Context: an optimization exercise on an open-source flow, tuned for small area. The choices shown serve that exercise and are no tape-out recipe. Where RTL was checked, it was by simulation tests only, not by an equivalence proof against the original. Power figures rest on the tool's default switching activity, not on a simulated workload. The clock port is modelled as an ideal driver; clocking choices that lean on that would not hold on a real chip.

==> run a <==
Design data_mem_lanes, start of the top module:
module data_mem_lanes #(
    parameter int DEPTH = 128,
    localparam int IDX_W = $clog2(DEPTH)
) (
    input  logic        i_clk,
    input  logic        i_rst,
    input  logic        we,
    input  logic [1:0]  size,
    input  logic        load_unsigned,
    input  logic [31:0] addr,
    input  logic [31:0] wdata,
    output logic [31:0] rdata,
    output logic        ready,
    output logic        misaligned,
    output logic        out_of_range
);
    localparam logic [1:0] SZ_BYTE = 2'b00;
    localparam logic [1:0] SZ_HALF = 2'b01;
    localparam logic [1:0] SZ_WORD = 2'b10;
    logic                   r_ready;
    logic [IDX_W-1:0]       r_cnt;
    logic [31:0]            w_q [DEPTH+2];
    logic [IDX_W-1:0]   w_idx;
    logic [1:0]         w_lane;
    logic               w_misaligned;
    logic               w_oor;
    logic               w_valid;
    logic               w_wen;
    logic [DEPTH-1:0]   w_sel;
    logic [3:0]         w_be;
    logic [31:0]        w_wd;
    logic [31:0]        w_word;
    logic [31:0]        w_merge;
    logic [7:0]         w_byte;
    logic [15:0]        w_half;
    logic [31:0]        w_rdata;
    assign w_lane = addr[1:0];
    assign w_oor        = |addr[31:IDX_W+2];
    assign w_misaligned = ((size == SZ_HALF) && addr[0])
                        | ((size == SZ_WORD) && (addr[1:0] != 2'b00))
                        | (size == 2'b11);
    assign w_valid      = !w_misaligned && !w_oor;
    assign w_idx = r_ready ? addr[IDX_W+1:2] : r_cnt;
    assign w_wen = !i_rst && (!r_ready || (we && w_valid));
    always_comb begin
        for (int i = 0; i < DEPTH; i++) w_sel[i] = (w_idx == IDX_W'(i));
    end
    localparam int NGRP = (DEPTH + 2) / 3;
    logic [DEPTH+1:0]       w_selx;
    logic [NGRP-1:0][31:0]  w_grp_n;
    assign w_selx = {2'd0, w_sel};
    assign w_q[DEPTH]   = '0;
    assign w_q[DEPTH+1] = '0;
  ...
==> module data_mem_lanes, before the edit <==
module data_mem_lanes #(
    parameter int DEPTH = 128,
    localparam int IDX_W = $clog2(DEPTH)
) (
    input  logic        i_clk,
    input  logic        i_rst,
    input  logic        we,
    input  logic [1:0]  size,
    input  logic        load_unsigned,
    input  logic [31:0] addr,
    input  logic [31:0] wdata,
    output logic [31:0] rdata,
    output logic        ready,
    output logic        misaligned,
    output logic        out_of_range
);
    localparam logic [1:0] SZ_BYTE = 2'b00;
    localparam logic [1:0] SZ_HALF = 2'b01;
    localparam logic [1:0] SZ_WORD = 2'b10;
    logic                   r_ready;
    logic [IDX_W-1:0]       r_cnt;
    logic [31:0]            w_q [DEPTH+2];
    logic [IDX_W-1:0]   w_idx;
    logic [1:0]         w_lane;
    logic               w_misaligned;
    logic               w_oor;
    logic               w_valid;
    logic               w_wen;
    logic [DEPTH-1:0]   w_sel;
    logic [3:0]         w_be;
    logic [31:0]        w_wd;
    logic [31:0]        w_word;
    logic [31:0]        w_merge;
    logic [7:0]         w_byte;
    logic [15:0]        w_half;
    logic [31:0]        w_rdata;
    assign w_lane = addr[1:0];
    assign w_oor        = |addr[31:IDX_W+2];
    assign w_misaligned = ((size == SZ_HALF) && addr[0])
                        | ((size == SZ_WORD) && (addr[1:0] != 2'b00))
                        | (size == 2'b11);
    assign w_valid      = !w_misaligned && !w_oor;
    assign w_idx = r_ready ? addr[IDX_W+1:2] : r_cnt;
    assign w_wen = !i_rst && (!r_ready || (we && w_valid));
    always_comb begin
        for (int i = 0; i < DEPTH; i++) w_sel[i] = (w_idx == IDX_W'(i));
    end
    localparam int NGRP = (DEPTH + 2) / 3;
    logic [DEPTH+1:0]       w_selx;
    logic [NGRP-1:0][31:0]  w_grp_n;
    assign w_selx = {2'd0, w_sel};
    assign w_q[DEPTH]   = '0;
    assign w_q[DEPTH+1] = '0;
    for (genvar g = 0; g < NGRP; g++) begin : g_rd
        for (genvar b = 0; b < 32; b++) begin : g_bit
            if (3*g + 2 < DEPTH) begin : g_3
                dm_rd3 u_rd (
                    .d  ({w_q[3*g+2][b], w_q[3*g+1][b], w_q[3*g][b]}),
                    .s  ({w_selx[3*g+2], w_selx[3*g+1], w_selx[3*g]}),
                    .y_n(w_grp_n[g][b])
                );
            end else begin : g_2
                dm_rd2 u_rd (
                    .d  ({w_q[3*g+1][b], w_q[3*g][b]}),
                    .s  ({w_selx[3*g+1], w_selx[3*g]}),
                    .y_n(w_grp_n[g][b])
                );
            end
        end
    end
    always_comb begin
        w_word = '1;
        for (int g = 0; g < NGRP; g++) w_word = w_word & w_grp_n[g];
        w_word = ~w_word;
    end
    always_comb begin
        w_be = 4'b0000;
        w_wd = wdata;
        case (size)
            SZ_BYTE: begin
                w_be[w_lane] = 1'b1;
                w_wd         = {4{wdata[7:0]}};
            end
            SZ_HALF: begin
                w_be = addr[1] ? 4'b1100 : 4'b0011;
                w_wd = {2{wdata[15:0]}};
            end
            SZ_WORD: w_be = 4'b1111;
            default: w_be = 4'b0000;
        endcase
    end
    always_comb begin
        for (int b = 0; b < 4; b++)
            w_merge[8*b +: 8] = !r_ready ? 8'h00 : (w_be[b] ? w_wd[8*b +: 8] : w_word[8*b +: 8]);
    end
    always_ff @(posedge i_clk) begin
        if (i_rst) begin
            r_ready <= 1'b0;
            r_cnt   <= '0;
        end else if (!r_ready) begin
            r_cnt <= r_cnt + 1'b1;
            if (r_cnt == IDX_W'(DEPTH - 1)) r_ready <= 1'b1;
        end
    end
    for (genvar i = 0; i < DEPTH; i++) begin : g_word
        logic [31:0] r_word;
        always_ff @(posedge i_clk) begin
            if (w_wen && w_sel[i]) r_word <= w_merge;
        end
        assign w_q[i] = r_word;
    end
    assign w_half = addr[1] ? w_word[31:16] : w_word[15:0];
    always_comb begin
        case (w_lane)
            2'd0: w_byte = w_word[7:0];
            2'd1: w_byte = w_word[15:8];
            2'd2: w_byte = w_word[23:16];
            default: w_byte = w_word[31:24];
        endcase
    end
    always_comb begin
        w_rdata = '0;
        if (r_ready && w_valid) begin
            case (size)
                SZ_BYTE: w_rdata = {{24{w_byte[7] & !load_unsigned}}, w_byte};
                SZ_HALF: w_rdata = {{16{w_half[15] & !load_unsigned}}, w_half};
                SZ_WORD: w_rdata = w_word;
                default: w_rdata = '0;
            endcase
        end
    end
    assign rdata        = w_rdata;
    assign ready        = r_ready;
    assign misaligned   = w_misaligned;
    assign out_of_range = w_oor;
endmodule
==> module dm_rd3, before the edit <==
module dm_rd3 (
    input  logic [2:0] d,
    input  logic [2:0] s,
    output logic       y_n
);
    assign y_n = ~|(d & s);
endmodule
==> module dm_rd2, before the edit <==
module dm_rd2 (
    input  logic [1:0] d,
    input  logic [1:0] s,
    output logic       y_n
);
    assign y_n = ~|(d & s);
endmodule
clock: 10.0 ns
lec_check: 0
cap_margin: 20
core_margin: 2
core_utilization: 65
cts_buf_list: sky130_fd_sc_hd__clkbuf_4 sky130_fd_sc_hd__clkbuf_8
slew_margin: 20
synth_hierarchical: 1
run.sh (not shown) runs the stock make flow with config.mk's settings and CLKGATE_MAP_FILE= SYNTH_SCRIPT=/design/flow/synth_recipe.tcl, a recipe that flattens the netlist after the stock synthesis.
==> inputs of run b, as changes to run a <==
==> flow/design.v (replaced) <==
module data_mem_lanes #(
    parameter int DEPTH = 128,
    localparam int IDX_W = $clog2(DEPTH)
) (
    input  logic        i_clk,
    input  logic        i_rst,
    input  logic        we,
    input  logic [1:0]  size,
    input  logic        load_unsigned,
    input  logic [31:0] addr,
    input  logic [31:0] wdata,
    output logic [31:0] rdata,
    output logic        ready,
    output logic        misaligned,
    output logic        out_of_range
);
    typedef enum logic {S_CLEAR = 1'b0, S_READY = 1'b1} state_t;
    localparam logic [1:0] SZ_BYTE = 2'b00;
    localparam logic [1:0] SZ_HALF = 2'b01;
    localparam logic [1:0] SZ_WORD = 2'b10;
    state_t             r_state;
    logic               r_ready;
    logic [IDX_W-1:0]   r_cnt;
    logic [31:0]        r_mem [DEPTH];
    logic [IDX_W-1:0]   w_idx;
    logic [1:0]         w_lane;
    logic               w_misaligned;
    logic               w_oor;
    logic               w_valid;
    logic               w_clr_we;
    logic               w_st_we;
    logic [3:0]         w_be;
    logic [31:0]        w_wd;
    logic [31:0]        w_word;
    logic [7:0]         w_byte;
    logic [15:0]        w_half;
    logic [31:0]        w_rdata;
    assign w_idx  = addr[IDX_W+1:2];
    assign w_lane = addr[1:0];
    assign w_oor        = |addr[31:IDX_W+2];
    assign w_misaligned = ((size == SZ_HALF) && addr[0])
                        | ((size == SZ_WORD) && (addr[1:0] != 2'b00))
                        | (size == 2'b11);
    assign w_valid      = !w_misaligned && !w_oor;
    assign w_clr_we = (r_state == S_CLEAR) && !i_rst;
    assign w_st_we  = r_ready && we && w_valid && !i_rst;
    always_comb begin
        w_be = 4'b0000;
        w_wd = wdata;
        case (size)
            SZ_BYTE: begin
                w_be[w_lane] = 1'b1;
                w_wd         = {4{wdata[7:0]}};
            end
            SZ_HALF: begin
                w_be = addr[1] ? 4'b1100 : 4'b0011;
                w_wd = {2{wdata[15:0]}};
            end
            SZ_WORD: w_be = 4'b1111;
            default: w_be = 4'b0000;
        endcase
    end
    always_ff @(posedge i_clk) begin
        if (i_rst) begin
            r_state <= S_CLEAR;
            r_ready <= 1'b0;
            r_cnt   <= '0;
        end else begin
            case (r_state)
                S_CLEAR: begin
                    r_cnt <= r_cnt + 1'b1;
                    if (r_cnt == IDX_W'(DEPTH - 1)) begin
                        r_state <= S_READY;
                        r_ready <= 1'b1;
                    end
                end
                default: begin
                    r_state <= S_READY;
                    r_ready <= 1'b1;
                end
            endcase
        end
    end
    always_ff @(posedge i_clk) begin
        if (w_clr_we) begin
            r_mem[r_cnt] <= '0;
        end else if (w_st_we) begin
            for (int b = 0; b < 4; b++) begin
                if (w_be[b]) begin
                    r_mem[w_idx][8*b +: 8] <= w_wd[8*b +: 8];
                end
            end
        end
    end
    assign w_word = r_mem[w_idx];
    assign w_half = addr[1] ? w_word[31:16] : w_word[15:0];
    always_comb begin
        w_byte = w_word[7:0];
        case (w_lane)
            2'd0: w_byte = w_word[7:0];
            2'd1: w_byte = w_word[15:8];
            2'd2: w_byte = w_word[23:16];
            2'd3: w_byte = w_word[31:24];
            default: w_byte = w_word[7:0];
        endcase
    end
    always_comb begin
        w_rdata = '0;
        if (r_ready && w_valid) begin
            case (size)
                SZ_BYTE: w_rdata = {{24{w_byte[7] & !load_unsigned}}, w_byte};
                SZ_HALF: w_rdata = {{16{w_half[15] & !load_unsigned}}, w_half};
                SZ_WORD: w_rdata = w_word;
                default: w_rdata = '0;
            endcase
        end
    end
    assign rdata        = w_rdata;
    assign ready        = r_ready;
    assign misaligned   = w_misaligned;
    assign out_of_range = w_oor;
endmodule
CORE_UTILIZATION = 40   (was 65)
CTS_BUF_LIST = not set   (was sky130_fd_sc_hd__clkbuf_4 sky130_fd_sc_hd__clkbuf_8)
SYNTH_HIERARCHICAL = not set   (was 1)
==> inputs of run c, as changes to run a <==
--- a/flow/design.v
+++ b/flow/design.v
@@ -28,2 +28,3 @@
     logic               w_wen;
+    logic               w_clr;
     logic [DEPTH-1:0]   w_sel;
@@ -42,4 +43,5 @@
     assign w_valid      = !w_misaligned && !w_oor;
-    assign w_idx = r_ready ? addr[IDX_W+1:2] : r_cnt;
-    assign w_wen = !i_rst && (!r_ready || (we && w_valid));
+    assign w_idx = addr[IDX_W+1:2];
+    assign w_clr = !i_rst && !r_ready;
+    assign w_wen = !i_rst && r_ready && we && w_valid;
     always_comb begin
@@ -54,16 +56,14 @@
     for (genvar g = 0; g < NGRP; g++) begin : g_rd
-        for (genvar b = 0; b < 32; b++) begin : g_bit
-            if (3*g + 2 < DEPTH) begin : g_3
-                dm_rd3 u_rd (
-                    .d  ({w_q[3*g+2][b], w_q[3*g+1][b], w_q[3*g][b]}),
-                    .s  ({w_selx[3*g+2], w_selx[3*g+1], w_selx[3*g]}),
-                    .y_n(w_grp_n[g][b])
-                );
-            end else begin : g_2
-                dm_rd2 u_rd (
-                    .d  ({w_q[3*g+1][b], w_q[3*g][b]}),
-                    .s  ({w_selx[3*g+1], w_selx[3*g]}),
-                    .y_n(w_grp_n[g][b])
-                );
-            end
+        if (3*g + 2 < DEPTH) begin : g_3
+            dm_rd3 u_rd (
+                .d0(w_q[3*g]), .d1(w_q[3*g+1]), .d2(w_q[3*g+2]),
+                .s ({w_selx[3*g+2], w_selx[3*g+1], w_selx[3*g]}),
+                .y_n(w_grp_n[g])
+            );
+        end else begin : g_2
+            dm_rd2 u_rd (
+                .d0(w_q[3*g]), .d1(w_q[3*g+1]),
+                .s ({w_selx[3*g+1], w_selx[3*g]}),
+                .y_n(w_grp_n[g])
+            );
         end
@@ -107,3 +107,3 @@
         always_ff @(posedge i_clk) begin
-            if (w_wen && w_sel[i]) r_word <= w_merge;
+            if (w_clr || (w_wen && w_sel[i])) r_word <= w_merge;
         end
@@ -137,14 +137,17 @@
 module dm_rd3 (
-    input  logic [2:0] d,
-    input  logic [2:0] s,
-    output logic       y_n
+    input  logic [31:0] d0,
+    input  logic [31:0] d1,
+    input  logic [31:0] d2,
+    input  logic [2:0]  s,
+    output logic [31:0] y_n
 );
-    assign y_n = ~|(d & s);
+    assign y_n = ~((d0 & {32{s[0]}}) | (d1 & {32{s[1]}}) | (d2 & {32{s[2]}}));
 endmodule
 module dm_rd2 (
-    input  logic [1:0] d,
-    input  logic [1:0] s,
-    output logic       y_n
+    input  logic [31:0] d0,
+    input  logic [31:0] d1,
+    input  logic [1:0]  s,
+    output logic [31:0] y_n
 );
-    assign y_n = ~|(d & s);
+    assign y_n = ~((d0 & {32{s[0]}}) | (d1 & {32{s[1]}}));
 endmodule
==> flow/flow/run.sh (new file) <==
#!/bin/bash
# The standard layout (standard.sh: the ORFS flow, unchanged synthesis),
# with two knobs changed:
# - port buffers are buf_2 instead of the delay-buffer cell buffer_ports
#   picks by default (smaller and faster on the in-to-out load path);
# - CTS clusters 30 sinks within 100 um per clkbuf_16 leaf and inserts no
#   dummy loads.
# ORFS writes each step's full log under orfs/logs/; make's own output goes
# to standard.log here.
set -euo pipefail
bash standard.sh \
  "BUFFER_PORTS_ARGS=-buffer_cell sky130_fd_sc_hd__buf_2" \
  "CTS_ARGS=-sink_clustering_enable -repair_clock_nets -sink_clustering_size 30 -sink_clustering_max_diameter 100 -buf_list sky130_fd_sc_hd__clkbuf_16 -dont_use_dummy_load" \
  finish > standard.log 2>&1
==> flow/standard.sh (new file) <==
#!/bin/bash
# synth_recipe.tcl (not shown) runs the flow's synth.tcl, then flattens the netlist and writes it again
# the make line also repeats each setting of config.mk as NAME=value (left out here)
make -C /OpenROAD-flow-scripts/flow DESIGN_CONFIG=/design/flow/config.mk WORK_HOME=/design/flow/orfs CLKGATE_MAP_FILE= SYNTH_SCRIPT=/design/flow/synth_recipe.tcl "${@:-finish}"
CAP_MARGIN = 10   (was 20)
CORE_UTILIZATION = 50   (was 65)
CTS_BUF_LIST = not set   (was sky130_fd_sc_hd__clkbuf_4 sky130_fd_sc_hd__clkbuf_8)
SETUP_SLACK_MARGIN = 0.3   (was not set)
SLEW_MARGIN = 10   (was 20)
removed: flow/run.sh
==> inputs of run d, as changes to run a <==
--- a/flow/design.v
+++ b/flow/design.v
@@ -28,2 +28,3 @@
     logic               w_wen;
+    logic               w_clr;
     logic [DEPTH-1:0]   w_sel;
@@ -42,4 +43,5 @@
     assign w_valid      = !w_misaligned && !w_oor;
-    assign w_idx = r_ready ? addr[IDX_W+1:2] : r_cnt;
-    assign w_wen = !i_rst && (!r_ready || (we && w_valid));
+    assign w_idx = addr[IDX_W+1:2];
+    assign w_clr = !i_rst && !r_ready;
+    assign w_wen = !i_rst && r_ready && we && w_valid;
     always_comb begin
@@ -54,16 +56,14 @@
     for (genvar g = 0; g < NGRP; g++) begin : g_rd
-        for (genvar b = 0; b < 32; b++) begin : g_bit
-            if (3*g + 2 < DEPTH) begin : g_3
-                dm_rd3 u_rd (
-                    .d  ({w_q[3*g+2][b], w_q[3*g+1][b], w_q[3*g][b]}),
-                    .s  ({w_selx[3*g+2], w_selx[3*g+1], w_selx[3*g]}),
-                    .y_n(w_grp_n[g][b])
-                );
-            end else begin : g_2
-                dm_rd2 u_rd (
-                    .d  ({w_q[3*g+1][b], w_q[3*g][b]}),
-                    .s  ({w_selx[3*g+1], w_selx[3*g]}),
-                    .y_n(w_grp_n[g][b])
-                );
-            end
+        if (3*g + 2 < DEPTH) begin : g_3
+            dm_rd3 u_rd (
+                .d0(w_q[3*g]), .d1(w_q[3*g+1]), .d2(w_q[3*g+2]),
+                .s ({w_selx[3*g+2], w_selx[3*g+1], w_selx[3*g]}),
+                .y_n(w_grp_n[g])
+            );
+        end else begin : g_2
+            dm_rd2 u_rd (
+                .d0(w_q[3*g]), .d1(w_q[3*g+1]),
+                .s ({w_selx[3*g+1], w_selx[3*g]}),
+                .y_n(w_grp_n[g])
+            );
         end
@@ -107,3 +107,3 @@
         always_ff @(posedge i_clk) begin
-            if (w_wen && w_sel[i]) r_word <= w_merge;
+            if (w_clr || (w_wen && w_sel[i])) r_word <= w_merge;
         end
@@ -137,14 +137,17 @@
 module dm_rd3 (
-    input  logic [2:0] d,
-    input  logic [2:0] s,
-    output logic       y_n
+    input  logic [31:0] d0,
+    input  logic [31:0] d1,
+    input  logic [31:0] d2,
+    input  logic [2:0]  s,
+    output logic [31:0] y_n
 );
-    assign y_n = ~|(d & s);
+    assign y_n = ~((d0 & {32{s[0]}}) | (d1 & {32{s[1]}}) | (d2 & {32{s[2]}}));
 endmodule
 module dm_rd2 (
-    input  logic [1:0] d,
-    input  logic [1:0] s,
-    output logic       y_n
+    input  logic [31:0] d0,
+    input  logic [31:0] d1,
+    input  logic [1:0]  s,
+    output logic [31:0] y_n
 );
-    assign y_n = ~|(d & s);
+    assign y_n = ~((d0 & {32{s[0]}}) | (d1 & {32{s[1]}}));
 endmodule
==> flow/flow/run.sh (new file) <==
#!/bin/bash
# The standard layout (standard.sh: the ORFS flow, unchanged synthesis),
# with two knobs changed:
# - port buffers are buf_2 instead of the delay-buffer cell buffer_ports
#   picks by default (smaller and faster on the in-to-out load path);
# - CTS clusters 30 sinks within 100 um per clkbuf_16 leaf and inserts no
#   dummy loads.
# ORFS writes each step's full log under orfs/logs/; make's own output goes
# to standard.log here.
set -euo pipefail
bash standard.sh \
  "BUFFER_PORTS_ARGS=-buffer_cell sky130_fd_sc_hd__buf_2" \
  "CTS_ARGS=-sink_clustering_enable -repair_clock_nets -sink_clustering_size 30 -sink_clustering_max_diameter 100 -buf_list sky130_fd_sc_hd__clkbuf_16 -dont_use_dummy_load" \
  finish > standard.log 2>&1
==> flow/standard.sh (new file) <==
#!/bin/bash
# synth_recipe.tcl (not shown) runs the flow's synth.tcl, then flattens the netlist and writes it again
# the make line also repeats each setting of config.mk as NAME=value (left out here)
make -C /OpenROAD-flow-scripts/flow DESIGN_CONFIG=/design/flow/config.mk WORK_HOME=/design/flow/orfs CLKGATE_MAP_FILE= SYNTH_SCRIPT=/design/flow/synth_recipe.tcl "${@:-finish}"
CAP_MARGIN = 10   (was 20)
CORE_UTILIZATION = 50   (was 65)
CTS_BUF_LIST = not set   (was sky130_fd_sc_hd__clkbuf_4 sky130_fd_sc_hd__clkbuf_8)
PLACE_DENSITY = 0.8   (was not set)
SETUP_SLACK_MARGIN = 0.3   (was not set)
SLEW_MARGIN = 10   (was 20)
removed: flow/run.sh
==> notes <==
Run b ran to the end with no violations. Run a produced a layout that fails on negative setup slack. Run c went through all stages and came out clean. Run d finished clean. Of run a and run b, run b has the higher register-to-register slack (gap 2.0 ns). Against run a, the combinational power of run d is larger by about 80%. Fmax, highest first: run d, run c, run b, run a. In run b the via count is smaller than in run d, by about 8%. Of run d and run b, run b has the higher synthesized area (gap about 8%, measured against run b). Non-clock buffer count: run a > run d > run c > run b. In run c the sequential share of layout area is higher than in run b, by 9.8 points.
==> figures <==
Sequential power: run b 18700 µW; run c 19600 µW; run a 18700 µW; run d 19600 µW
Routed met2 length: run b 196000 µm; run c 200000 µm; run a 202000 µm; run d 185000 µm
Met1 routing resource usage after global routing: run b 28.0%; run c 39.8%; run a 53.7%; run d 33.4%
Layout Skew: run b 0.0711 ns; run c 0.0984 ns; run a 0.0596 ns; run d 0.121 ns
Run status: run b finished clean; run c finished clean; run a finished with violations; run d finished clean
Violated checks: run b -; run c -; run a negative setup slack; run d -
Syn Nets: run b 7123; run c 7067; run a 6679; run d 7067
Number of resized instances in the post-cts repair step: run b 0; run c 0; run a 1; run d 0
Internal power: run b 27500 µW; run c 22500 µW; run a 25800 µW; run d 22400 µW
Min-Delay Endpoint: run b r_cnt[3]; run c r_cnt[0]; run a r_cnt[6]; run d r_cnt[6]
Count of synthesis-stage warnings from yosys: run b 1; run c 9; run a 8; run d 9
Overall fraction of global-route tracks in use: run b 19.9%; run c 28.4%; run a 39.7%; run d 26.7%
Net switching power of the design: run b 7240 µW; run c 5860 µW; run a 6690 µW; run d 5690 µW
Post-synthesis share of cell area spent on xor and xnor gates: run b 0.0274%; run c 0.0298%; run a 0.0305%; run d 0.0298%
Largest net degree at the start of global routing: run b 120; run c 129; run a 129; run d 129
Wire length of the first global-routing pass: run b 582000 µm; run c 598000 µm; run a 615000 µm; run d 573000 µm
The RTL of run a and run b was laid out without a check of its function.

port drivers added, routing unchanged:
The results above use ideal ports. As a check the final layouts listed here were re-extracted and re-timed, cells and wires unchanged.
Step 1, drivers: a clkbuf_16 drives i_clk and a buf_2 each remaining input, both assumed.
Step 2 adds t to the input delays and takes it off the output delays; t is the mean of the earliest and latest rising clock arrival at the registers after step 1. Input paths then give back, and output paths get back, about the clock's delay inside the block.
Three values: no drivers, after step 1, after step 2; two values: the first two.
run	t, ns	slack for setup (ns)	hold WS [ns]	latest minus earliest clock arrival (ns)
run a	1.209	-0.098 / -0.134 / -0.134	0.559 / 0.559 / 0.559	0.063 / 0.062
run b	1.047	0.384 / 0.299 / 0.299	0.632 / 0.632 / 0.632	0.100 / 0.099
run c	0.979	0.605 / 0.446 / 0.446	0.539 / 0.539 / 0.539	0.099 / 0.099
run d	0.926	0.633 / 0.412 / 0.412	0.534 / 0.534 / 0.534	0.126 / 0.126
For run d, which loses most, drivers alone change the setup slack by -0.221 ns; drivers and shift together by -0.221 ns.
